From an optimization exercise on the open Yosys and OpenROAD flow, aimed at small area and a short achievable clock period; shortcuts taken in it are not production practice.
Where RTL was checked, it was by simulation tests only, not by an equivalence proof against the original.
No functional check of the RTL was part of runs 1 and 3.
No activity file was given, so power comes from the tool's default toggle rates.

`flow/flow/run.sh`:
```
#!/bin/bash
set -euo pipefail
export BUFFER_PORTS_ARGS="-buffer_cell sky130_fd_sc_hd__buf_2"
bash standard.sh > standard.log 2>&1
```
`flow/standard.sh`:
```
#!/bin/bash
# synth_recipe.tcl (not shown) runs the flow's synth.tcl, then flattens the netlist and writes it again
# the make line also repeats each setting of config.mk as NAME=value (left out here)
make -C /OpenROAD-flow-scripts/flow DESIGN_CONFIG=/design/flow/config.mk WORK_HOME=/design/flow/orfs CLKGATE_MAP_FILE= SYNTH_SCRIPT=/design/flow/synth_recipe.tcl "${@:-finish}"
```
`flow/config.mk`:
```
export PLATFORM = sky130hd
export DESIGN_NAME = exec_mem_top
export DESIGN_NICKNAME = exec_mem_top
export VERILOG_FILES = /design/flow/design.v
export SDC_FILE = /design/flow/constraint.sdc
export NUM_CORES = 4
export LEC_CHECK = 0
export CAP_MARGIN = 20
export CORE_MARGIN = 2
export CORE_UTILIZATION = 40
export CTS_CLUSTER_DIAMETER = 80
export CTS_CLUSTER_SIZE = 26
export HOLD_SLACK_MARGIN = 0
export SETUP_SLACK_MARGIN = 2.4
export SLEW_MARGIN = 20
export SYNTH_HIERARCHICAL = 1
```
`flow/constraint.sdc`:
```
create_clock -name core_clock -period 4.5 [get_ports {i_clock}]
set_input_delay 0.9000 -clock core_clock [delete_from_list [all_inputs] [get_ports {i_clock}]]
set_output_delay 0.9000 -clock core_clock [all_outputs]
set_load 0.01 [all_outputs]
```
`flow/design.v`:
```
`timescale 1ns/100ps
`default_nettype none
package cpu_pkg;
    localparam int unsigned DATA_WIDTH      = 32;    
    localparam int unsigned INST_ADDR_WIDTH = 32;    
    localparam int unsigned REG_ADDR_WIDTH  = 5;     
    localparam int unsigned DMEM_DEPTH     = 64;
    localparam int unsigned DMEM_ADDR_BITS = 6;
    localparam int unsigned PC_STEP = 4;             
    typedef logic [DATA_WIDTH-1:0]      data_t;
    typedef logic [INST_ADDR_WIDTH-1:0] inst_addr_t;
    typedef logic [REG_ADDR_WIDTH-1:0]  reg_addr_t;
    typedef enum logic [3:0] {
        ALU_ADD = 4'd0,
        ALU_SUB = 4'd1,
        ALU_AND = 4'd2,
        ALU_OR  = 4'd3,
        ALU_XOR = 4'd4,
        ALU_SLL = 4'd5,
        ALU_SRL = 4'd6,
        ALU_SLT = 4'd7
    } alu_op_e;
    typedef enum logic [1:0] {
        WB_RESULT   = 2'd0,                          
        WB_LOAD     = 2'd1,                          
        WB_PC_PLUS4 = 2'd2                           
    } wb_sel_e;
endpackage
`default_nettype wire
`timescale 1ns/100ps
`default_nettype none
module execute_stage #(
    parameter int unsigned SPLIT = 16
) (
    input  logic [3:0]          i_alu_op,       
    input  cpu_pkg::data_t      i_operand_a,    
    input  cpu_pkg::data_t      i_operand_b,    
    input  cpu_pkg::inst_addr_t i_pc,
    input  logic [1:0]          i_wb_sel,
    output cpu_pkg::data_t      o_result,       
    output logic                o_carry,        
    output logic                o_lt_from_sum,  
    output logic [cpu_pkg::DMEM_DEPTH-1:0] o_word_select   
);
    localparam int unsigned HI = cpu_pkg::DATA_WIDTH - SPLIT;
    logic [2:0]     op;                      
    logic           is_sub;                  
    logic           is_arith;                
    logic           link;
    logic [SPLIT:0] add_lo;
    logic [SPLIT:0] sub_lo;
    logic [HI-1:0]  add_hi;
    logic [HI-1:0]  sub_hi;
    logic [SPLIT:0] sum_lo;                  
    logic [HI-1:0]  sum_hi;                  
    logic [SPLIT:0] pc_lo;
    logic           signs_differ;
    cpu_pkg::data_t shift_left;
    cpu_pkg::data_t shift_right;
    cpu_pkg::data_t alu;                     
    logic [5:0]     word_index;
    assign op       = i_alu_op[3] ? 3'd0 : i_alu_op[2:0];
    assign is_sub   = (op == 3'd1) || (op == 3'd7);
    assign is_arith = (op == 3'd0) || is_sub;
    assign link     = (i_wb_sel == cpu_pkg::WB_PC_PLUS4);
    assign add_lo = {1'b0, i_operand_a[SPLIT-1:0]} + {1'b0, i_operand_b[SPLIT-1:0]};
    assign add_hi = i_operand_a[31:SPLIT] + i_operand_b[31:SPLIT];
    assign sub_lo = {1'b0, i_operand_a[SPLIT-1:0]} + {1'b0, ~i_operand_b[SPLIT-1:0]} + 1'b1;
    assign sub_hi = i_operand_a[31:SPLIT] + ~i_operand_b[31:SPLIT];
    assign sum_lo = ({(SPLIT+1){is_sub}} & sub_lo) | ({(SPLIT+1){~is_sub}} & add_lo);
    assign sum_hi = ({HI{is_sub}} & sub_hi) | ({HI{~is_sub}} & add_hi);
    assign pc_lo = {1'b0, i_pc[SPLIT-1:0]} + cpu_pkg::PC_STEP;
    assign signs_differ = i_operand_a[31] ^ i_operand_b[31];
    assign shift_left  = i_operand_a << i_operand_b[4:0];
    assign shift_right = i_operand_a >> i_operand_b[4:0];
    always_comb begin
        case (op)
            3'd2:    alu = i_operand_a & i_operand_b;
            3'd3:    alu = i_operand_a | i_operand_b;
            3'd4:    alu = i_operand_a ^ i_operand_b;
            3'd5:    alu = shift_left;
            3'd6:    alu = shift_right;
            3'd7:    alu = signs_differ ? {31'd0, i_operand_a[31]} : {sum_hi, sum_lo[SPLIT-1:0]};
            default: alu = {sum_hi, sum_lo[SPLIT-1:0]};
        endcase
    end
    assign word_index = (op == 3'd7) ? 6'd0 : alu[7:2];
    always_comb begin
        for (int i = 0; i < cpu_pkg::DMEM_DEPTH; i++) begin
            o_word_select[i] = (word_index == i);
        end
    end
    assign o_result      = link ? {i_pc[31:SPLIT], pc_lo[SPLIT-1:0]} : alu;
    assign o_carry       = link ? pc_lo[SPLIT] : (is_arith && !(op == 3'd7 && signs_differ) && sum_lo[SPLIT]);
    assign o_lt_from_sum = !link && (op == 3'd7) && !signs_differ;
endmodule
`default_nettype wire
`timescale 1ns/100ps
`default_nettype none
module ex_mem_register (
    input  logic                i_clock,
    input  logic                i_reset,
    input  logic                i_flush,             
    input  cpu_pkg::data_t      i_result,
    input  logic                i_carry,
    input  logic                i_lt_from_sum,
    input  logic [cpu_pkg::DMEM_DEPTH-1:0] i_word_select,
    input  cpu_pkg::data_t      i_store_data,
    input  logic                i_mem_wr_enable,
    input  cpu_pkg::reg_addr_t  i_reg_wr_addr,
    input  logic                i_reg_wr_enable,
    input  logic [1:0]          i_wb_sel,
    output cpu_pkg::data_t      o_result,
    output logic                o_carry,
    output logic                o_lt_from_sum,
    output logic [cpu_pkg::DMEM_DEPTH-1:0] o_word_select,
    output cpu_pkg::data_t      o_store_data,
    output logic                o_mem_wr_enable,
    output cpu_pkg::reg_addr_t  o_reg_wr_addr,
    output logic                o_reg_wr_enable,
    output logic                o_load,
    output logic                o_killed
);
    always_ff @(posedge i_clock) begin
        o_result        <= i_result;
        o_carry         <= i_carry;
        o_lt_from_sum   <= i_lt_from_sum;
        o_word_select   <= i_word_select;
        o_store_data    <= i_store_data;
        o_reg_wr_addr   <= i_reg_wr_addr;
        o_load          <= (i_wb_sel == cpu_pkg::WB_LOAD);
        o_reg_wr_enable <= i_reg_wr_enable & ~i_flush;
        o_mem_wr_enable <= i_mem_wr_enable & ~i_flush & ~i_reset;
        o_killed        <= i_reset;
    end
endmodule
`default_nettype wire
`timescale 1ns/100ps
`default_nettype none
module memory_stage #(
    parameter int unsigned SPLIT = 16
) (
    input  logic                i_clock,
    input  logic                i_reset,
    input  logic                i_killed,             
    input  cpu_pkg::data_t      i_result,
    input  logic                i_carry,
    input  logic                i_lt_from_sum,
    input  logic [cpu_pkg::DMEM_DEPTH-1:0] i_word_select,    
    input  cpu_pkg::data_t      i_store_data,
    input  logic                i_mem_wr_enable,
    input  cpu_pkg::reg_addr_t  i_reg_wr_addr,
    input  logic                i_reg_wr_enable,
    input  logic                i_load,
    output cpu_pkg::data_t      o_wb_data,
    output cpu_pkg::reg_addr_t  o_wb_reg_addr,
    output logic                o_wb_reg_wr_enable
);
    localparam int unsigned HI = cpu_pkg::DATA_WIDTH - SPLIT;
    logic [cpu_pkg::DMEM_DEPTH-1:0][cpu_pkg::DATA_WIDTH-1:0] dmem;
    cpu_pkg::data_t                 load_data;
    logic [HI-1:0]                  result_hi;
    cpu_pkg::data_t                 result;
    logic                           clear;
    logic                           load_pick;
    cpu_pkg::data_t                 result_pick;
    cpu_pkg::data_t                 wb_data_next;
    assign result_hi = i_result[31:SPLIT] + {{(HI-1){1'b0}}, i_carry};
    assign result    = i_lt_from_sum ? {31'd0, result_hi[HI-1]}
                                     : {result_hi, i_result[SPLIT-1:0]};
    for (genvar b = 0; b < cpu_pkg::DATA_WIDTH; b++) begin : g_read
        logic [21:0] level1;                 
        logic [5:0]  level2;                 
        logic [1:0]  level3;                 
        for (genvar g = 0; g < 20; g++) begin : g_l1
            gate_aoi222 u_aoi (
                .a1 (i_word_select[3*g]),   .a2 (dmem[3*g][b]),
                .b1 (i_word_select[3*g+1]), .b2 (dmem[3*g+1][b]),
                .c1 (i_word_select[3*g+2]), .c2 (dmem[3*g+2][b]),
                .y  (level1[g])
            );
        end
        for (genvar g = 20; g < 22; g++) begin : g_l1b
            gate_aoi22 u_aoi (
                .a1 (i_word_select[60+2*(g-20)]),   .a2 (dmem[60+2*(g-20)][b]),
                .b1 (i_word_select[60+2*(g-20)+1]), .b2 (dmem[60+2*(g-20)+1][b]),
                .y  (level1[g])
            );
        end
        for (genvar g = 0; g < 5; g++) begin : g_l2
            gate_nand4 u_nand (
                .a (level1[4*g]), .b (level1[4*g+1]), .c (level1[4*g+2]), .d (level1[4*g+3]),
                .y (level2[g])
            );
        end
        gate_nand2 u_l2 (.a (level1[20]), .b (level1[21]), .y (level2[5]));
        gate_nor3 u_l3a (.a (level2[0]), .b (level2[1]), .c (level2[2]), .y (level3[0]));
        gate_nor3 u_l3b (.a (level2[3]), .b (level2[4]), .c (level2[5]), .y (level3[1]));
        gate_nand2 u_l4 (.a (level3[0]), .b (level3[1]), .y (load_data[b]));
    end
    always_ff @(posedge i_clock) begin
        for (int i = 0; i < cpu_pkg::DMEM_DEPTH; i++) begin
            if (i_mem_wr_enable && i_word_select[i]) begin
                dmem[i] <= i_store_data;
            end
        end
    end
    assign clear = i_reset | i_killed;
    assign load_pick   = i_load & ~clear;
    assign result_pick = result & {cpu_pkg::DATA_WIDTH{~i_load & ~clear}};
    for (genvar b = 0; b < cpu_pkg::DATA_WIDTH; b++) begin : g_wb
        gate_ao21 u_pick (
            .a1 (load_data[b]), .a2 (load_pick), .b1 (result_pick[b]),
            .y  (wb_data_next[b])
        );
    end
    always_ff @(posedge i_clock) begin
        o_wb_data <= wb_data_next;
        if (clear) begin
            o_wb_reg_addr      <= '0;
            o_wb_reg_wr_enable <= 1'b0;
        end else begin
            o_wb_reg_addr      <= i_reg_wr_addr;
            o_wb_reg_wr_enable <= i_reg_wr_enable;
        end
    end
endmodule
`default_nettype wire
module gate_aoi222 (
    input  logic a1, a2, b1, b2, c1, c2,
    output logic y
);
    assign y = ~((a1 & a2) | (b1 & b2) | (c1 & c2));
endmodule
module gate_aoi22 (
    input  logic a1, a2, b1, b2,
    output logic y
);
    assign y = ~((a1 & a2) | (b1 & b2));
endmodule
module gate_nand4 (
    input  logic a, b, c, d,
    output logic y
);
    assign y = ~(a & b & c & d);
endmodule
module gate_nor3 (
    input  logic a, b, c,
    output logic y
);
    assign y = ~(a | b | c);
endmodule
module gate_ao21 (
    input  logic a1, a2, b1,
    output logic y
);
    assign y = (a1 & a2) | b1;
endmodule
module gate_nand2 (
    input  logic a, b,
    output logic y
);
    assign y = ~(a & b);
endmodule
`default_nettype wire
`timescale 1ns/100ps
`default_nettype none
module exec_mem_top (
    input  logic                i_clock,
    input  logic                i_reset,
    input  cpu_pkg::inst_addr_t i_pc,
    input  logic [3:0]          i_alu_op,
    input  cpu_pkg::data_t      i_operand_a,
    input  cpu_pkg::data_t      i_operand_b,
    input  cpu_pkg::data_t      i_store_data,
    input  logic                i_mem_wr_enable,
    input  cpu_pkg::reg_addr_t  i_reg_wr_addr,
    input  logic                i_reg_wr_enable,
    input  logic [1:0]          i_wb_sel,
    input  logic                i_flush,
    output cpu_pkg::data_t      o_wb_data,
    output cpu_pkg::reg_addr_t  o_wb_reg_addr,
    output logic                o_wb_reg_wr_enable
);
    localparam int unsigned SPLIT = 16;
    cpu_pkg::data_t      ex_result;
    logic                ex_carry;
    logic                ex_lt_from_sum;
    logic [cpu_pkg::DMEM_DEPTH-1:0] ex_word_select;
    cpu_pkg::data_t      mem_result;
    logic                mem_carry;
    logic                mem_lt_from_sum;
    logic [cpu_pkg::DMEM_DEPTH-1:0] mem_word_select;
    cpu_pkg::data_t      mem_store_data;
    logic                mem_mem_wr_enable;
    cpu_pkg::reg_addr_t  mem_reg_wr_addr;
    logic                mem_reg_wr_enable;
    logic                mem_load;
    logic                mem_killed;
    execute_stage #(.SPLIT(SPLIT)) u_execute_stage (
        .i_alu_op      (i_alu_op),
        .i_operand_a   (i_operand_a),
        .i_operand_b   (i_operand_b),
        .i_pc          (i_pc),
        .i_wb_sel      (i_wb_sel),
        .o_result      (ex_result),
        .o_carry       (ex_carry),
        .o_lt_from_sum (ex_lt_from_sum),
        .o_word_select (ex_word_select)
    );
    ex_mem_register u_ex_mem_register (
        .i_clock         (i_clock),
        .i_reset         (i_reset),
        .i_flush         (i_flush),
        .i_result        (ex_result),
        .i_carry         (ex_carry),
        .i_lt_from_sum   (ex_lt_from_sum),
        .i_word_select   (ex_word_select),
        .i_store_data    (i_store_data),
        .i_mem_wr_enable (i_mem_wr_enable),
        .i_reg_wr_addr   (i_reg_wr_addr),
        .i_reg_wr_enable (i_reg_wr_enable),
        .i_wb_sel        (i_wb_sel),
        .o_result        (mem_result),
        .o_carry         (mem_carry),
        .o_lt_from_sum   (mem_lt_from_sum),
        .o_word_select   (mem_word_select),
        .o_store_data    (mem_store_data),
        .o_mem_wr_enable (mem_mem_wr_enable),
        .o_reg_wr_addr   (mem_reg_wr_addr),
        .o_reg_wr_enable (mem_reg_wr_enable),
        .o_load          (mem_load),
        .o_killed        (mem_killed)
    );
    memory_stage #(.SPLIT(SPLIT)) u_memory_stage (
        .i_clock            (i_clock),
        .i_reset            (i_reset),
        .i_killed           (mem_killed),
        .i_result           (mem_result),
        .i_carry            (mem_carry),
        .i_lt_from_sum      (mem_lt_from_sum),
        .i_word_select      (mem_word_select),
        .i_store_data       (mem_store_data),
        .i_mem_wr_enable    (mem_mem_wr_enable),
        .i_reg_wr_addr      (mem_reg_wr_addr),
        .i_reg_wr_enable    (mem_reg_wr_enable),
        .i_load             (mem_load),
        .o_wb_data          (o_wb_data),
        .o_wb_reg_addr      (o_wb_reg_addr),
        .o_wb_reg_wr_enable (o_wb_reg_wr_enable)
    );
endmodule
`default_nettype wire
```
==> summary.md, run 1 <==
| Metric | Value |
|---|---|
| Status | no timing/DRC/antenna violations |
| Largest family of logic cells by synthesized area | compound AO/OA/AOI/OAI gates |
| 1st-pass router iterations | 8 |
| Initial antenna violation count | 9 |
| Worst Path Arrival | 3.45 ns |
| Synth-to-layout area growth | 16.38% |
| Top-area cell type share of the netlist area | 0.7296 |
| CTS Buffer Depth | 3 |
| CP max FO | 7 |
| Setup TNS | 0 ns |
| Worst-case vdd ir drop | 0.0003918 V |
| Clk latency of the worst-skew pair | 0.83 ns |
| Starting density of the core | 0.4022 |
| Row count | 168 |
| Placed Area | 89,890 um2 |
| Hold buffers post-CTS | 0 |
| Num CTS Buffers | 105 |
| I/O Buffers | 181 |
| Busiest grt layer | met2 |
| NumNets Final | 5,417 |
| Most instantiated library cell after synthesis | edfxtp_1 |
| Met2 GRT Util | 0.3859 |
| Synth Area in Simple Gates | 0.05625 |
| # clock sinks | 2,225 |
| Pleak | 31.45 nW |
| Synth cell count leaders | edfxtp_1 (2,048), a222oi_1 (640), nor2_1 (213) |
| Compound-Gate Fraction of Synth Area | 0.1174 |
| Final setup viols | 0 |
| Share of cells above drive strength 1 | 0.2570 |
| Pwr Density | 402.9 nW/um2 |
| F_max | 0.3649 GHz |
| Number of synthesized flops with an enable pin | 2,048 |
| Final min period | 2.741 ns |
| Worst Tran Pin Value | 0.9540 ns |
| #FFs+latches synth | 2,225 |
| Library cells used by synthesis | 99 |
| Via count | 51.88k |
| Synth Instances | 4,628 |
| Max-Cap Viols | 0 |
| CP bufs+invs | 2 |
| Met3 Use GR | 0.03788 |
| Mux cell area share after synthesis | 0.02330 |
| Vias in the first global route | 48.41k |
| Die Wd | 463.1 um |
| Total core area | 209,600 um2 |
| Async S/R FF share, synth | 0 |
| WL final | 273.8 mm |
| Critical Path, Cell by Cell | buf_12 -> buf_6 -> a222oi_1 -> nand4_1 -> nor3_4 -> nand2_1 -> a21o_1 |
| Worst stage delay on the critical path | 0.71 ns |
| Initial drt markers | 9,821 |
| Total GRT Usage | 0.2437 |
| Root Driver | clkbuf_16 |
| Clk_skew | 0.03888 ns |
| GR Util met1 | 0.3406 |
| DR WL/cell | 34.05 um |
| Largest net degree at the start of global routing | 65 |
| Ys Warns | 9 |
| First-pass GRT wire length | 374.4 mm |
| Fin Hold WS | 0.1677 ns |
| Post-Syn Area | 84,300 um2 |
| RSZ-0062 raised after global routing | true |
| Crit-path slowest cell | nor3_4 |
| Path type of the worst min-delay path | primary input to flop |
| CTS tree | done |
| Sequential fraction of the synthesis area | 0.7716 |
| Post-synthesis adder-cell area fraction | 0.01743 |
| Final period util | 0.6091 |
| Finished Cell Area | 98,110 um2 |
| Die ar. | 214,400 um2 |
| Worst EP required | 5.21 ns |
| Syn nets | 4,887 |
| Post-Synth XOR/XNOR Area | 0.004675 |
| Worst-path clk slew | 0.10 ns |
| Synth area leaders | edfxtp_1 (73%), a222oi_1 (7.6%), dfxtp_1 (4.2%), ha_1 (1.6%), mux4_2 (1.3%) |
| Primary FF master, synth | edfxtp_1 |
| Grt ovf | 0 |
| Worst slew margin | 0.3593 |
| Vert. Die Dim | 463.1 um |
| H-tree depth | 3 |
| Crit end category | flop |
| Routability cong. | 0.9693 |
| Synth area leader | edfxtp_1 |
| Fin. max-slew vios | 0 |
| Detailed Place HPWL | 160.5 mm |
| Crit Path Class | flop to flop |
| Drt drc | 0 |
| Startpoint Class | flop |
| Endpoints failing hold | 0 |
| Setup slack at placement | 0.2799 ns |
| CP top delay family | simple AND/OR/NAND/NOR gates |
| Syn avg cell area | 18.21 um2 |
| Fill count | 17.66k |
| Via-per-instance ratio | 6.452 |
| I/O pin cnt | 182 |
| Worst setup margin | 1.759 ns |
| Post-route antenna net violation count | 0 |
==> logic make-up after synthesis <==
| group | count (synthesis) |
|---|---|
| buffers and inverters | 186 |
| adders and majority gates | 115 |
| xor gates and xnor gates | 45 |
| DFF | 2225 |
| and+or+nand+nor | 860 |
| AOI/OAI and AO/OA | 1094 |
| muxes | 103 |
==> placed cells by master (no fill, tap or decap), drive strengths merged, types with 20 or more instances in the layout <==
master  instances
buf           505
mux4           68
a22oi          83
clkbuf        150
inv           101
nor2          213
o21ai          84
a221oi         20
xnor2          33
dfxtp         177
edfxtp       2048
a21o           39
nor3           95
nand4         173
mux2i          29
a21oi          86
and2           98
a222oi        640
nand2         163
nand3          24
ha            111
==> per-module statistics from Yosys (local to each module, per instance), excerpt <==
module	copies in the design	area, um2	cells
gate_aoi22	64	12.51	1
ex_mem_register	1	2808	142
gate_aoi222	640	10.01	1
gate_nand4	160	6.256	1
gate_nor3	64	10.01	1
gate_nand2	64	3.754	1
==> where the power goes <==
group	switching [W]	leakage (nW)	internal, W	total, W
Clock	0.00659	1.59	0.00473	0.0113
Sequential	0.000227	19.9	0.0228	0.0230
Combinational	0.00352	9.94	0.00169	0.00521
==> stage by stage <==
stage | util | total power, W | cells
after floorplan | - | 0.02541 | 4628
after global placement | 0.4289 | 0.02765 | 7667
after detailed placement | 0.4289 | 0.02769 | 7667
after CTS | 0.4616 | 0.03934 | 7954
after global routing | 0.4680 | 0.04044 | 8032
final | 0.4681 | 0.03953 | 8040
==> flip-flops by register name, indices dropped and copies added (netlist names) <==
signal / count
u_ex_mem_register.o_carry: 1
u_ex_mem_register.o_killed: 1
u_ex_mem_register.o_load: 1
u_ex_mem_register.o_lt_from_sum: 1
u_ex_mem_register.o_mem_wr_enable: 1
u_ex_mem_register.o_reg_wr_addr: 5
u_ex_mem_register.o_reg_wr_enable: 1
u_ex_mem_register.o_result: 32
u_ex_mem_register.o_store_data: 32
u_ex_mem_register.o_word_select: 64
u_memory_stage.dmem: 2048
u_memory_stage.o_wb_data: 32
u_memory_stage.o_wb_reg_addr: 5
u_memory_stage.o_wb_reg_wr_enable: 1
==> path summary, 6_finish.rpt <==
path / startpoint / end / slack [ns] / depth (start not counted)
setup reg to reg: u_ex_mem_register.o_word_select[21]$_DFF_P_ / u_memory_stage.o_wb_data[14]$_DFF_P_ / 1.76 / 7
hold / removal: i_store_data[5] / u_ex_mem_register.o_store_data[5]$_DFF_P_ / 0.17 / 1
setup / recovery: u_ex_mem_register.o_word_select[21]$_DFF_P_ / u_memory_stage.o_wb_data[14]$_DFF_P_ / 1.76 / 7
hold reg to reg: u_ex_mem_register.o_reg_wr_addr[4]$_DFF_P_ / u_memory_stage.o_wb_reg_addr[4]$_SDFF_PP0_ / 0.44 / 1
==> area by class of cell <==
cell class	count	area [um2]	area share
clock inverter	32	503.0	0.005127
tap	2805	3510	0.03577
timing repair buffer	515	4970	0.05066
timing repair inverter	2	17.52	0.0001785
multi-input combinational	2220	20620	0.2102
antenna	9	22.52	0.0002296
clock buffer	143	2791	0.02845
sequential	2225	65290	0.6655
inverter	89	382.9	0.003903
==> metal layers <==
layer  up-vias  routed length [um]
met5         -                  25
met4         4               10550
met3       398               28990
met2      3286              128400
met1     27010              105800
li1      21180                   -
==> what timing repair did <==
| action | 4_1_cts | 5_1_grt |
|---|---|---|
| buffers inserted | 92 | 72 |
| cloned | 20 | 5 |
| resized for setup | 629 | 168 |
| pin swaps | 309 | 204 |
| setup endpoints to repair | 2215 | 1536 |
==> inputs of run 2 (changes only) <==
--- a/flow/design.v
+++ b/flow/design.v
@@ -162,9 +162,6 @@
     logic [HI-1:0]                  result_hi;
     cpu_pkg::data_t                 result;
     logic                           clear;
-    logic                           load_pick;
-    cpu_pkg::data_t                 result_pick;
-    cpu_pkg::data_t                 wb_data_next;
     assign result_hi = i_result[31:SPLIT] + {{(HI-1){1'b0}}, i_carry};
     assign result    = i_lt_from_sum ? {31'd0, result_hi[HI-1]}
                                      : {result_hi, i_result[SPLIT-1:0]};
@@ -206,20 +203,13 @@
         end
     end
     assign clear = i_reset | i_killed;
-    assign load_pick   = i_load & ~clear;
-    assign result_pick = result & {cpu_pkg::DATA_WIDTH{~i_load & ~clear}};
-    for (genvar b = 0; b < cpu_pkg::DATA_WIDTH; b++) begin : g_wb
-        gate_ao21 u_pick (
-            .a1 (load_data[b]), .a2 (load_pick), .b1 (result_pick[b]),
-            .y  (wb_data_next[b])
-        );
-    end
     always_ff @(posedge i_clock) begin
-        o_wb_data <= wb_data_next;
         if (clear) begin
+            o_wb_data          <= '0;
             o_wb_reg_addr      <= '0;
             o_wb_reg_wr_enable <= 1'b0;
         end else begin
+            o_wb_data          <= i_load ? load_data : result;
             o_wb_reg_addr      <= i_reg_wr_addr;
             o_wb_reg_wr_enable <= i_reg_wr_enable;
         end
@@ -250,12 +240,6 @@
 );
     assign y = ~(a | b | c);
 endmodule
-module gate_ao21 (
-    input  logic a1, a2, b1,
-    output logic y
-);
-    assign y = (a1 & a2) | b1;
-endmodule
 module gate_nand2 (
     input  logic a, b,
     output logic y
==> flow/run.sh (new file) <==
#!/bin/bash
# synth_recipe.tcl (not shown) runs the flow's synth.tcl, then flattens the netlist and writes it again
# the make line also repeats each setting of config.mk as NAME=value (left out here)
make -C /OpenROAD-flow-scripts/flow DESIGN_CONFIG=/design/flow/config.mk WORK_HOME=/design/flow/orfs CLKGATE_MAP_FILE= SYNTH_SCRIPT=/design/flow/synth_recipe.tcl finish
--- a/flow/config.mk
+++ b/flow/config.mk
@@ -9,8 +9,8 @@
 export CORE_MARGIN = 2
 export CORE_UTILIZATION = 40
 export CTS_CLUSTER_DIAMETER = 80
-export CTS_CLUSTER_SIZE = 26
+export CTS_CLUSTER_SIZE = 30
 export HOLD_SLACK_MARGIN = 0
-export SETUP_SLACK_MARGIN = 2.4
+export SETUP_SLACK_MARGIN = 2.0
 export SLEW_MARGIN = 20
 export SYNTH_HIERARCHICAL = 1
removed: flow/flow/run.sh
removed: flow/standard.sh
==> summary.md, run 2 <==
| Metric | Value |
|---|---|
| Largest net degree at the start of global routing | 65 (unchanged) |
| CTS Buffer Depth | 3 (unchanged) |
| Row count | 168 (unchanged) |
| DP Cell Count | 7,749 (+1.1%) |
| Most frequent cells in the layout | edfxtp_1 (2,048), a222oi_1 (640), buf_4 (328) |
| CP max FO | 4 (-3) |
| Sequential fraction of the synthesis area | 0.7719 (about the same) |
| Pwr Density | 405.7 nW/um2 (+0.69%) |
| Crit-path slowest cell | nor3_4 |
| Primary FF master, synth | edfxtp_1 |
| R2r endpoint | u_memory_stage.o_wb_data[9]$_SDFF_PP0_ |
| Post-Syn Area | 84,260 um2 (about the same) |
| Final setup viols | 0 (unchanged) |
| Clock power share | 0.291 (+0.005) |
| Hold_sp | u_ex_mem_register.o_reg_wr_addr[2]$_DFF_P_ |
| Root Driver | clkbuf_16 |
| Most instantiated library cell after synthesis | edfxtp_1 |
| F_max | 0.3476 GHz (-4.7%) |
| RSZ-0062 raised after global routing | true |
| Share of cells above drive strength 1 | 0.2616 (+0.004591) |
| #FFs+latches synth | 2,225 (unchanged) |
| Psw | 0.01071 W (+3.6%) |
| Largest family of logic cells by synthesized area | compound AO/OA/AOI/OAI gates |
| Post-synthesis adder-cell area fraction | 0.01743 (about the same) |
| Most common cell after layout, fill and taps aside | edfxtp_1 |
| Initial antenna violation count | 6 (-3) |
| I/O Buffers | 181 (unchanged) |
| Clk latency of the worst-skew pair | 0.80 ns (-0.03 ns) |
| Initial drt markers | 9,658 (-1.7%) |
| Worst EP required | 5.16 ns (-0.05 ns) |
| Routability cong. | 0.9702 (about the same) |
| Clk_skew | 0.05974 ns (+0.02087 ns) |
| Synth area leaders | edfxtp_1 (73%), a222oi_1 (7.6%), dfxtp_1 (4.2%), ha_1 (1.6%), nand4_1 (1.3%) |
| Hold buffers post-CTS | 0 (unchanged) |
| Syn avg cell area | 18.18 um2 (-0.17%) |
| Detailed Place HPWL | 170.4 mm (+6.2%) |
| Grt ovf | 0 (unchanged) |
| Num CTS Buffers | 99 (-5.7%) |
| Library cells used by synthesis | 101 (+2.0%) |
| Pleak | 32.04 nW (+1.9%) |
| NumNets Final | 5,538 (+2.2%) |
| Crit end category | flop |
| Worst setup margin | 1.623 ns (-0.1362 ns) |
| Crit Path Class | flop to flop |
| Max FFs per register | 2,048 (unchanged) |
| Sequential share of power | 0.569 (-0.013) |
| Comb power frac | 0.140 (+0.008) |
| Worst Tran Pin Value | 1.129 ns (+0.1750 ns) |
| Number of synthesized flops with an enable pin | 2,048 (unchanged) |
| Via count | 52.39k (+0.99%) |
| Startpoint Class | flop |
| I/O pin cnt | 182 (unchanged) |
| Async S/R FF share, synth | 0 (unchanged) |
| Die ar. | 214,300 um2 (about the same) |
| First-pass GRT wire length | 381.0 mm (+1.7%) |
| Post-route antenna net violation count | 0 (unchanged) |
| Final period util | 0.6393 (+0.03027) |
| Biggest regs | u_memory_stage.dmem x2048, u_ex_mem_register.o_word_select x64 |
| Reg2reg setup slack | 1.62 ns (-0.14 ns) |
| Starting density of the core | 0.4021 (about the same) |
| Ys Warns | 9 (unchanged) |
| # clock sinks | 2,225 (unchanged) |
| Critical Path, Cell by Cell | buf_12 -> buf_12 -> a222oi_1 -> nand4_1 -> nor3_4 -> nand2_2 -> a22oi_2 -> nor2_1 |
| Fin cells | 8,164 (+1.5%) |
| Hold depth | 1 (unchanged) |
| Via-per-instance ratio | 6.417 (-0.54%) |
| Setup slack at placement | 0.08027 ns (-0.1996 ns) |
| CTS tree | done |
| Compound-Gate Fraction of Synth Area | 0.1166 (-0.0008107) |
| Syn nets | 4,893 (+0.12%) |
| Worst-case vdd ir drop | 0.0003283 V (-16%) |
| Internal power | 0.02977 W (+2.0%) |
| RR Startpoint | u_ex_mem_register.o_word_select[12]$_DFF_P_ |
| Fin Hold WS | 0.4329 ns (+0.2653 ns) |
| Setup TNS | 0 ns (unchanged) |
| DR WL/cell | 33.98 um (-0.21%) |
| Top-area cell type share of the netlist area | 0.7299 (about the same) |
| Reg2Reg Depth | 8 (+1) |
| Max-Cap Viols | 0 (unchanged) |
| WL final | 277.4 mm (+1.3%) |
| H-tree depth | 3 (unchanged) |
| Synth Instances | 4,634 (+0.13%) |
| Worst Path Arrival | 3.53 ns (+0.08 ns) |
| Worst-path clk slew | 0.10 ns (about the same) |
| Synth-to-layout area growth | 18.42% |
| Total core area | 209,600 um2 (unchanged) |
| Worst stage delay on the critical path | 0.57 ns (-0.14 ns) |
| Final min period | 2.877 ns (+0.1362 ns) |
| Synth cell count leaders | edfxtp_1 (2,048), a222oi_1 (640), nor2_1 (220) |
| Die Wd | 463.0 um (about the same) |
| Synth Area in Simple Gates | 0.05616 (-0.00009457) |
| Synth area leader | edfxtp_1 |
| Largest Register | u_memory_stage.dmem |
| Path type of the worst min-delay path | flop to flop |
| Endpoints failing hold | 0 (unchanged) |
| Total GRT Usage | 0.2477 (+0.003932) |
| Vert. Die Dim | 463.0 um (about the same) |
| Most used cell, CP | buf_12 |
| Post-Synth XOR/XNOR Area | 0.004989 (+0.0003138) |
| Vias in the first global route | 48.79k (+0.79%) |
| 1st-pass router iterations | 10 (+2) |
| Worst slew margin | 0.2473 (-0.1119) |
| Hold endpoint | u_memory_stage.o_wb_reg_addr[2]$_SDFF_PP0_ |
| Drt drc | 0 (unchanged) |
| Status | no timing/DRC/antenna violations |
| Sw frac | 0.2646 (+0.002973) |
| Mux cell area share after synthesis | 0.02331 (about the same) |
| Fin. max-slew vios | 0 (unchanged) |
[run 2: cell count changes in the layout (fill, tap and decap cells not counted), moves of 46 or more]
cell             delta
and2_4             -58
dlygate4sd2_1      +46
clkdlybuf4s50_1    +85
and2_2             +59
buf_2             -113
buf_4             +116
[run 2: layout make-up]
cell class,instances,area (um2)
diodes,3,7.507
clock buffers,122,2691
clock inverters,56,882.1
fillers,17620,109800
inverters,86,372.9
multi-input cells,2221,20740
flip-flops and latches,2225,65300
well taps,2805,3510
repair buffers,645,6279
repair inverters,1,8.758
[run 2: worst max-delay path by stage]
stage / from / to / slack (ns) / cells past startpoint
floorplan: i_operand_b[2] / u_ex_mem_register.o_result[15]$_DFF_P_ / 1.19 / 13
global placement: i_operand_a[1] / u_ex_mem_register.o_word_select[41]$_DFF_P_ / 0.13 / 11
detailed placement: i_operand_a[1] / u_ex_mem_register.o_word_select[36]$_DFF_P_ / 0.08 / 11
CTS: u_ex_mem_register.o_word_select[21]$_DFF_P_ / u_memory_stage.o_wb_data[6]$_SDFF_PP0_ / 1.75 / 8
global route: i_operand_b[1] / u_ex_mem_register.o_word_select[45]$_DFF_P_ / 1.67 / 14
finish: u_ex_mem_register.o_word_select[12]$_DFF_P_ / u_memory_stage.o_wb_data[9]$_SDFF_PP0_ / 1.62 / 8
[run 2: timing repair]
action                     4_1_cts  5_1_grt
gates resized for setup        708      243
setup endpoints to repair     2179      118
gates cloned                    14        5
pin swaps                      302      234
buffers inserted               129       86
[run 2: cell families (layout without fill, tap and decap cells)]
family	after synthesis	count (layout)
flip-flops	2225	2225
AO/OA/AOI/OAI	1087	1087
AND/OR/NAND/NOR	865	868
buffers and inverters	191	910
adder cells (fa/ha/maj)	115	115
multiplexers	103	103
XOR/XNOR	48	48
other	0	3
[run 2: per-module statistics from Yosys (local to each module, per instance), excerpt]
module           area (um2)  times used  cells  flops+latches
gate_nand2            3.754          64      1              0
gate_aoi222           10.01         640      1              0
gate_aoi22            12.51          64      1              0
gate_nand4            6.256         160      1              0
gate_nor3             10.01          64      1              0
ex_mem_register        2808           1    142            139
[run 2: layer usage]
| layer | track usage | routed length (um) |
|---|---|---|
| met3 | 0.03090 | 27990 |
| met1 | 0.3477 | 108000 |
| met4 | 0.1025 | 13410 |
| met5 | 0 | 41 |
| met2 | 0.3916 | 128000 |
[run 2: critical path, delay by kind of cell, from the launching register on]
family / cells / cell delay, ns
AOI/OAI and AO/OA: 2 / 0.85
buffers and inverters: 2 / 0.28
DFF: 1 / 0.37
and+or+nand+nor: 4 / 1.24
[run 2: power by group through the flow]
stage	sequential [W]	combinational, W	clock (W)
4_1_cts	0.0230	0.00519	0.0119
3_3_place_gp	0.0235	0.00448	0
3_5_place_dp	0.0235	0.00450	0
5_1_grt	0.0231	0.00577	0.0126
2_1_floorplan	0.0236	0.00183	0
6_report	0.0230	0.00567	0.0118
[run 2: metrics by stage]
stage	power (W)	util	area, um2
after global routing	0.04142	0.4761	99780
after global placement	0.02801	0.4361	91390
final	0.04048	0.4761	99780
after CTS	0.04012	0.4678	98040
after detailed placement	0.02804	0.4361	91390
after floorplan	0.02543	-	84800
==> inputs of run 3 (changes only) <==
--- a/flow/design.v
+++ b/flow/design.v
@@ -114,6 +114,7 @@
     output logic                o_carry,
     output logic                o_lt_from_sum,
     output logic [cpu_pkg::DMEM_DEPTH-1:0] o_word_select,
+    output logic [cpu_pkg::DMEM_DEPTH-1:0] o_load_select,
     output cpu_pkg::data_t      o_store_data,
     output logic                o_mem_wr_enable,
     output cpu_pkg::reg_addr_t  o_reg_wr_addr,
@@ -126,6 +127,7 @@
         o_carry         <= i_carry;
         o_lt_from_sum   <= i_lt_from_sum;
         o_word_select   <= i_word_select;
+        o_load_select   <= i_word_select & {cpu_pkg::DMEM_DEPTH{i_wb_sel == cpu_pkg::WB_LOAD}};
         o_store_data    <= i_store_data;
         o_reg_wr_addr   <= i_reg_wr_addr;
         o_load          <= (i_wb_sel == cpu_pkg::WB_LOAD);
@@ -147,6 +149,7 @@
     input  logic                i_carry,
     input  logic                i_lt_from_sum,
     input  logic [cpu_pkg::DMEM_DEPTH-1:0] i_word_select,    
+    input  logic [cpu_pkg::DMEM_DEPTH-1:0] i_load_select,    
     input  cpu_pkg::data_t      i_store_data,
     input  logic                i_mem_wr_enable,
     input  cpu_pkg::reg_addr_t  i_reg_wr_addr,
@@ -162,38 +165,45 @@
     logic [HI-1:0]                  result_hi;
     cpu_pkg::data_t                 result;
     logic                           clear;
+    logic                           load_pick;
+    cpu_pkg::data_t                 result_pick;
+    cpu_pkg::data_t                 wb_data_next;
     assign result_hi = i_result[31:SPLIT] + {{(HI-1){1'b0}}, i_carry};
     assign result    = i_lt_from_sum ? {31'd0, result_hi[HI-1]}
                                      : {result_hi, i_result[SPLIT-1:0]};
     for (genvar b = 0; b < cpu_pkg::DATA_WIDTH; b++) begin : g_read
+        logic [cpu_pkg::DMEM_DEPTH-1:0] select;
         logic [21:0] level1;                 
         logic [5:0]  level2;                 
-        logic [1:0]  level3;                 
+        logic [2:0]  level3;                 
+        assign select = (b < 16) ? i_word_select : i_load_select;
         for (genvar g = 0; g < 20; g++) begin : g_l1
             gate_aoi222 u_aoi (
-                .a1 (i_word_select[3*g]),   .a2 (dmem[3*g][b]),
-                .b1 (i_word_select[3*g+1]), .b2 (dmem[3*g+1][b]),
-                .c1 (i_word_select[3*g+2]), .c2 (dmem[3*g+2][b]),
+                .a1 (select[3*g]),   .a2 (dmem[3*g][b]),
+                .b1 (select[3*g+1]), .b2 (dmem[3*g+1][b]),
+                .c1 (select[3*g+2]), .c2 (dmem[3*g+2][b]),
                 .y  (level1[g])
             );
         end
         for (genvar g = 20; g < 22; g++) begin : g_l1b
             gate_aoi22 u_aoi (
-                .a1 (i_word_select[60+2*(g-20)]),   .a2 (dmem[60+2*(g-20)][b]),
-                .b1 (i_word_select[60+2*(g-20)+1]), .b2 (dmem[60+2*(g-20)+1][b]),
+                .a1 (select[60+2*(g-20)]),   .a2 (dmem[60+2*(g-20)][b]),
+                .b1 (select[60+2*(g-20)+1]), .b2 (dmem[60+2*(g-20)+1][b]),
                 .y  (level1[g])
             );
         end
-        for (genvar g = 0; g < 5; g++) begin : g_l2
+        for (genvar g = 0; g < 4; g++) begin : g_l2
             gate_nand4 u_nand (
                 .a (level1[4*g]), .b (level1[4*g+1]), .c (level1[4*g+2]), .d (level1[4*g+3]),
                 .y (level2[g])
             );
         end
-        gate_nand2 u_l2 (.a (level1[20]), .b (level1[21]), .y (level2[5]));
-        gate_nor3 u_l3a (.a (level2[0]), .b (level2[1]), .c (level2[2]), .y (level3[0]));
-        gate_nor3 u_l3b (.a (level2[3]), .b (level2[4]), .c (level2[5]), .y (level3[1]));
-        gate_nand2 u_l4 (.a (level3[0]), .b (level3[1]), .y (load_data[b]));
+        gate_nand3 u_l2a (.a (level1[16]), .b (level1[17]), .c (level1[18]), .y (level2[4]));
+        gate_nand3 u_l2b (.a (level1[19]), .b (level1[20]), .c (level1[21]), .y (level2[5]));
+        for (genvar g = 0; g < 3; g++) begin : g_l3
+            gate_nor2 u_nor (.a (level2[2*g]), .b (level2[2*g+1]), .y (level3[g]));
+        end
+        gate_nand3 u_l4 (.a (level3[0]), .b (level3[1]), .c (level3[2]), .y (load_data[b]));
     end
     always_ff @(posedge i_clock) begin
         for (int i = 0; i < cpu_pkg::DMEM_DEPTH; i++) begin
@@ -203,13 +213,20 @@
         end
     end
     assign clear = i_reset | i_killed;
+    assign load_pick   = i_load & ~clear;
+    assign result_pick = result & {cpu_pkg::DATA_WIDTH{~i_load & ~clear}};
+    for (genvar b = 0; b < cpu_pkg::DATA_WIDTH; b++) begin : g_wb
+        gate_ao21 u_pick (
+            .a1 (load_data[b]), .a2 (load_pick), .b1 (result_pick[b]),
+            .y  (wb_data_next[b])
+        );
+    end
     always_ff @(posedge i_clock) begin
+        o_wb_data <= wb_data_next;
         if (clear) begin
-            o_wb_data          <= '0;
             o_wb_reg_addr      <= '0;
             o_wb_reg_wr_enable <= 1'b0;
         end else begin
-            o_wb_data          <= i_load ? load_data : result;
             o_wb_reg_addr      <= i_reg_wr_addr;
             o_wb_reg_wr_enable <= i_reg_wr_enable;
         end
@@ -234,17 +251,23 @@
 );
     assign y = ~(a & b & c & d);
 endmodule
-module gate_nor3 (
+module gate_nand3 (
     input  logic a, b, c,
     output logic y
 );
-    assign y = ~(a | b | c);
+    assign y = ~(a & b & c);
 endmodule
-module gate_nand2 (
+module gate_nor2 (
     input  logic a, b,
     output logic y
 );
-    assign y = ~(a & b);
+    assign y = ~(a | b);
+endmodule
+module gate_ao21 (
+    input  logic a1, a2, b1,
+    output logic y
+);
+    assign y = (a1 & a2) | b1;
 endmodule
 `default_nettype wire
 `timescale 1ns/100ps
@@ -275,6 +298,7 @@
     logic                mem_carry;
     logic                mem_lt_from_sum;
     logic [cpu_pkg::DMEM_DEPTH-1:0] mem_word_select;
+    logic [cpu_pkg::DMEM_DEPTH-1:0] mem_load_select;
     cpu_pkg::data_t      mem_store_data;
     logic                mem_mem_wr_enable;
     cpu_pkg::reg_addr_t  mem_reg_wr_addr;
@@ -309,6 +333,7 @@
         .o_carry         (mem_carry),
         .o_lt_from_sum   (mem_lt_from_sum),
         .o_word_select   (mem_word_select),
+        .o_load_select   (mem_load_select),
         .o_store_data    (mem_store_data),
         .o_mem_wr_enable (mem_mem_wr_enable),
         .o_reg_wr_addr   (mem_reg_wr_addr),
@@ -324,6 +349,7 @@
         .i_carry            (mem_carry),
         .i_lt_from_sum      (mem_lt_from_sum),
         .i_word_select      (mem_word_select),
+        .i_load_select      (mem_load_select),
         .i_store_data       (mem_store_data),
         .i_mem_wr_enable    (mem_mem_wr_enable),
         .i_reg_wr_addr      (mem_reg_wr_addr),
==> flow/flow/run.sh (new file) <==
#!/bin/bash
set -euo pipefail
export BUFFER_PORTS_ARGS="-buffer_cell sky130_fd_sc_hd__buf_2"
bash standard.sh > standard.log 2>&1
==> flow/standard.sh (new file) <==
#!/bin/bash
# synth_recipe.tcl (not shown) runs the flow's synth.tcl, then flattens the netlist and writes it again
# the make line also repeats each setting of config.mk as NAME=value (left out here)
make -C /OpenROAD-flow-scripts/flow DESIGN_CONFIG=/design/flow/config.mk WORK_HOME=/design/flow/orfs CLKGATE_MAP_FILE= SYNTH_SCRIPT=/design/flow/synth_recipe.tcl "${@:-finish}"
--- a/flow/config.mk
+++ b/flow/config.mk
@@ -9,7 +9,7 @@
 export CORE_MARGIN = 2
 export CORE_UTILIZATION = 40
 export CTS_CLUSTER_DIAMETER = 80
-export CTS_CLUSTER_SIZE = 30
+export CTS_CLUSTER_SIZE = 26
 export HOLD_SLACK_MARGIN = 0
 export SETUP_SLACK_MARGIN = 2.0
 export SLEW_MARGIN = 20
removed: flow/run.sh
==> summary.md, run 3 <==
| Metric | Value |
|---|---|
| Setup TNS | 0 ns (unchanged) |
| WL final | 263.0 mm (-5.2%) |
| Num CTS Buffers | 106 (+7.1%) |
| Worst EP required | 5.22 ns (+0.06 ns) |
| Largest Register | u_memory_stage.dmem |
| Pwr Density | 397.7 nW/um2 (-2.0%) |
| Reg2reg setup slack | 1.97 ns (+0.35 ns) |
| CTS tree | done |
| Largest net degree at the start of global routing | 67 (+3.1%) |
| I/O pin cnt | 182 (unchanged) |
| Library cells used by synthesis | 98 (-3.0%) |
| Row count | 170 (+1.2%) |
| Final setup viols | 0 (unchanged) |
| Hold buffers post-CTS | 0 (unchanged) |
| Startpoint Class | primary input |
| Most frequent cells in the layout | edfxtp_1 (2,048), a222oi_1 (640), nor2_1 (221) |
| Worst Path Arrival | 3.71 ns (+0.18 ns) |
| Synth area leader | edfxtp_1 |
| CTS Buffer Depth | 3 (unchanged) |
| Hold_sp | i_store_data[31] |
| Via-per-instance ratio | 6.333 (-1.3%) |
| Most common cell after layout, fill and taps aside | edfxtp_1 |
| Die ar. | 218,800 um2 (+2.1%) |
| Syn avg cell area | 17.91 um2 (-1.5%) |
| Pleak | 31.52 nW (-1.6%) |
| Worst-path clk slew | 0.10 ns (about the same) |
| Vert. Die Dim | 467.7 um (+1.0%) |
| Worst Tran Pin Value | 1.200 ns (+0.07129 ns) |
| #FFs+latches synth | 2,289 (+2.9%) |
| Async S/R FF share, synth | 0 (unchanged) |
| Via count | 51.75k (-1.2%) |
| Grt ovf | 0 (unchanged) |
| Initial drt markers | 8,655 (-10%) |
| Setup slack at placement | 0.2270 ns (+0.1467 ns) |
| Die Wd | 467.7 um (+1.0%) |
| H-tree depth | 3 (unchanged) |
| Vias in the first global route | 48.98k (+0.39%) |
| Hold depth | 1 (unchanged) |
| Share of cells above drive strength 1 | 0.2055 (-0.05605) |
| Drt drc | 0 (unchanged) |
| Root Driver | clkbuf_16 |
| Endpoints failing hold | 0 (unchanged) |
| Starting density of the core | 0.4016 (-0.0004861) |
| First-pass GRT wire length | 367.3 mm (-3.6%) |
| Most instantiated library cell after synthesis | edfxtp_1 |
| Detailed Place HPWL | 165.6 mm (-2.8%) |
| Total core area | 214,200 um2 (+2.2%) |
| # clock sinks | 2,289 (+2.9%) |
| CP max FO | 8 (+4) |
| Hold endpoint | u_ex_mem_register.o_store_data[31]$_DFF_P_ |
| F_max | 0.3350 GHz (-3.6%) |
| Post-Syn Area | 86,010 um2 (+2.1%) |
| Fin. max-slew vios | 0 (unchanged) |
| Top-area cell type share of the netlist area | 0.7150 (-0.01488) |
| Pwr Total | 0.03888 W (-4.0%) |
| Number of synthesized flops with an enable pin | 2,048 (unchanged) |
| RSZ-0062 raised after global routing | true |
| Clk latency of the worst-skew pair | 0.84 ns (+0.04 ns) |
| Ys Warns | 9 (unchanged) |
| Total GRT Usage | 0.2322 (-0.01541) |
| Final min period | 2.985 ns (+0.1077 ns) |
| Fin Hold WS | 0.1636 ns (-0.2693 ns) |
| NumNets Final | 5,488 (-0.90%) |
| Initial antenna violation count | 21 (+15) |
| Synth-to-layout area growth | 13.67% |
| I/O Buffers | 181 (unchanged) |
| RR Startpoint | u_ex_mem_register.o_word_select[23]$_DFF_P_ |
| Crit end category | flop |
| Max FFs per register | 2,048 (unchanged) |
| Post-route antenna net violation count | 0 (unchanged) |
| Worst slew margin | 0.1914 (-0.05598) |
| Placed Area | 91,640 um2 (+0.28%) |
| Crit Path Class | primary input to flop |
| Reg2Reg Depth | 5 (-3) |
| Biggest regs | u_memory_stage.dmem x2048, u_ex_mem_register.o_load_select x64, u_ex_mem_register.o_word_select x64 |
| Path type of the worst min-delay path | primary input to flop |
| Max-Cap Viols | 0 (unchanged) |
| Sequential fraction of the synthesis area | 0.7711 (-0.0008470) |
| Primary FF master, synth | edfxtp_1 |
| Syn nets | 5,061 (+3.4%) |
| Status | no timing/DRC/antenna violations |
| Final period util | 0.6633 (+0.02393) |
| Synth cell count leaders | edfxtp_1 (2,048), a222oi_1 (640), nor2_1 (309) |
| DR WL/cell | 32.19 um (-5.3%) |
| Finished Cell Area | 97,780 um2 (-2.0%) |
| 1st-pass router iterations | 9 (-1) |
| Synth Instances | 4,802 (+3.6%) |
| Worst setup margin | 1.515 ns (-0.1077 ns) |
| Clk_skew | 0.1062 ns (+0.04642 ns) |
| Routability cong. | 0.9612 (-0.93%) |
| R2r endpoint | u_memory_stage.o_wb_data[0]$_DFF_P_ |
| Worst-case vdd ir drop | 0.0003595 V (+9.5%) |
| Synth area leaders | edfxtp_1 (71%), a222oi_1 (7.4%), dfxtp_1 (5.6%), ha_1 (1.6%), nor2_1 (1.3%) |
run 3: cell types whose count changed after synthesis, moves of 32 or more:
cell     before  now
a21o_1        7   39
and3b_1       1   65
dfxtp_1     177  241
nand2_1     168   95
nand3_1      25  118
nand4_1     173  138
nor2_1      220  309
nor3_2       65    2
run 3: per-module statistics from Yosys (local to each module, per instance), a selection:
| module | cells | copies in the design | area (um2) | flip-flops and latches |
|---|---|---|---|---|
| gate_ao21 | 1 | 32 | 7.507 | 0 |
| gate_aoi222 | 1 | 640 | 10.01 | 0 |
| ex_mem_register | 284 | 1 | 4766 | 203 |
| gate_nor2 | 1 | 96 | 3.754 | 0 |
| gate_nand4 | 1 | 128 | 6.256 | 0 |
| gate_nand3 | 1 | 96 | 5.005 | 0 |
| gate_aoi22 | 1 | 64 | 12.51 | 0 |
run 3: worst max path at each step:
stage                               from                                           to  slack, ns  depth (start not counted)
final                     i_operand_b[1]  u_ex_mem_register.o_load_select[38]$_DFF_P_       1.52                         14
after detailed placement  i_operand_b[1]  u_ex_mem_register.o_load_select[31]$_DFF_P_       0.23                         12
after floorplan           i_operand_b[2]  u_ex_mem_register.o_load_select[37]$_DFF_P_       1.03                         16
after global placement    i_operand_b[1]  u_ex_mem_register.o_load_select[52]$_DFF_P_       0.28                         12
after CTS                 i_operand_b[1]  u_ex_mem_register.o_load_select[16]$_DFF_P_       1.65                         13
after global routing      i_operand_b[1]  u_ex_mem_register.o_load_select[38]$_DFF_P_       1.49                         14
run 3: cell families after synthesis:
logic type | count (synthesis) | synth area share
and+or+nand+nor | 956 | 0.05880
buffers and inverters | 200 | 0.01062
DFF | 2289 | 0.7711
muxes | 103 | 0.02284
xor gates and xnor gates | 45 | 0.004582
AOI/OAI and AO/OA | 1094 | 0.1150
adders and majority gates | 115 | 0.01708
run 3: timing repair:
item / in CTS / in global routing
setup buffers: 36 / 43
resized for setup: 280 / 205
pin swaps: 65 / 83
cloned: 2 / 4
endpoints found under the hold margin: 0 / 0
endpoints found under the setup margin: 1670 / 245
run 3: worst max-delay path, stage by stage:
cell      delay [ns]
buf_12          0.11
buf_12          0.12
buf_16          0.14
fa_2            0.37
a21oi_4         0.19
o21ai_2         0.09
a21oi_2         0.16
o22ai_2         0.11
xnor2_2         0.29
o211ai_1        0.24
or3_4           0.51
buf_12          0.18
nor2_4          0.11
and3b_1         0.15
run 3: report_power, final:
part / internal (W) / switching, W
clock: 0.00482 / 0.00677
combinational: 0.00123 / 0.00241
sequential: 0.0233 / 0.000310
total: 0.0294 / 0.00949
run 3: final cells by class:
class	count	area [um2]
fillers	18290	116400
flip-flops and latches	2289	66420
multi-input cells	2314	20620
well taps	2838	3551
repair buffers	429	3354
clock buffers	179	2973
clock inverters	23	460.4
inverters	89	374.1
diodes	11	27.53
run 3: per-stage QoR:
stage               cells  utilization
finish               8172       0.4565
global route         8168       0.4564
CTS                  8113       0.4505
detailed placement   7873       0.4278
global placement     7871       0.4276
floorplan            4802            -
run 3: routing by layer:
metal / part of all wire / routed length (um) / up-vias / global-route usage
met3: 0.099 / 26090 / 369 / 0.03768
met1: 0.39 / 103300 / 26800 / 0.3199
met4: 0.028 / 7399 / 16 / 0.06711
met2: 0.48 / 126100 / 3030 / 0.3806
li1: - / - / 21530 / -
met5: 0.00038 / 100 / - / 0

## separate check: timing with driven ports
The results above use ideal ports. As a check the final layouts listed here were re-extracted and re-timed, cells and wires unchanged. Step 1, drivers: a clkbuf_16 drives i_clock and a buf_2 each remaining input, both assumed. Step 2 also shifts input and output timing later by t, the mid clock arrival at the registers, as if the neighbouring blocks saw the same clock. a / b / c = ideal / step 1 / step 2; a / b = the first two.
| run | t (ns) | setup WS [ns] | worst register clock-pin slew, ns | worst slew at a driven data input, ns |
|---|---|---|---|---|
| run 1 | 0.893 | 1.759 / 1.661 / 0.769 | 0.11 / 0.11 | 0.26 |
| run 2 | 0.845 | 1.623 / 1.623 / 0.812 | 0.11 / 0.11 | 0.25 |
| run 3 | 0.861 | 1.515 / 1.499 / 0.638 | 0.11 / 0.11 | 0.17 |
After both steps setup and hold are still met in every run listed. For run 1, which loses most, drivers alone change the setup slack by -0.098 ns; drivers and shift together by -0.990 ns.
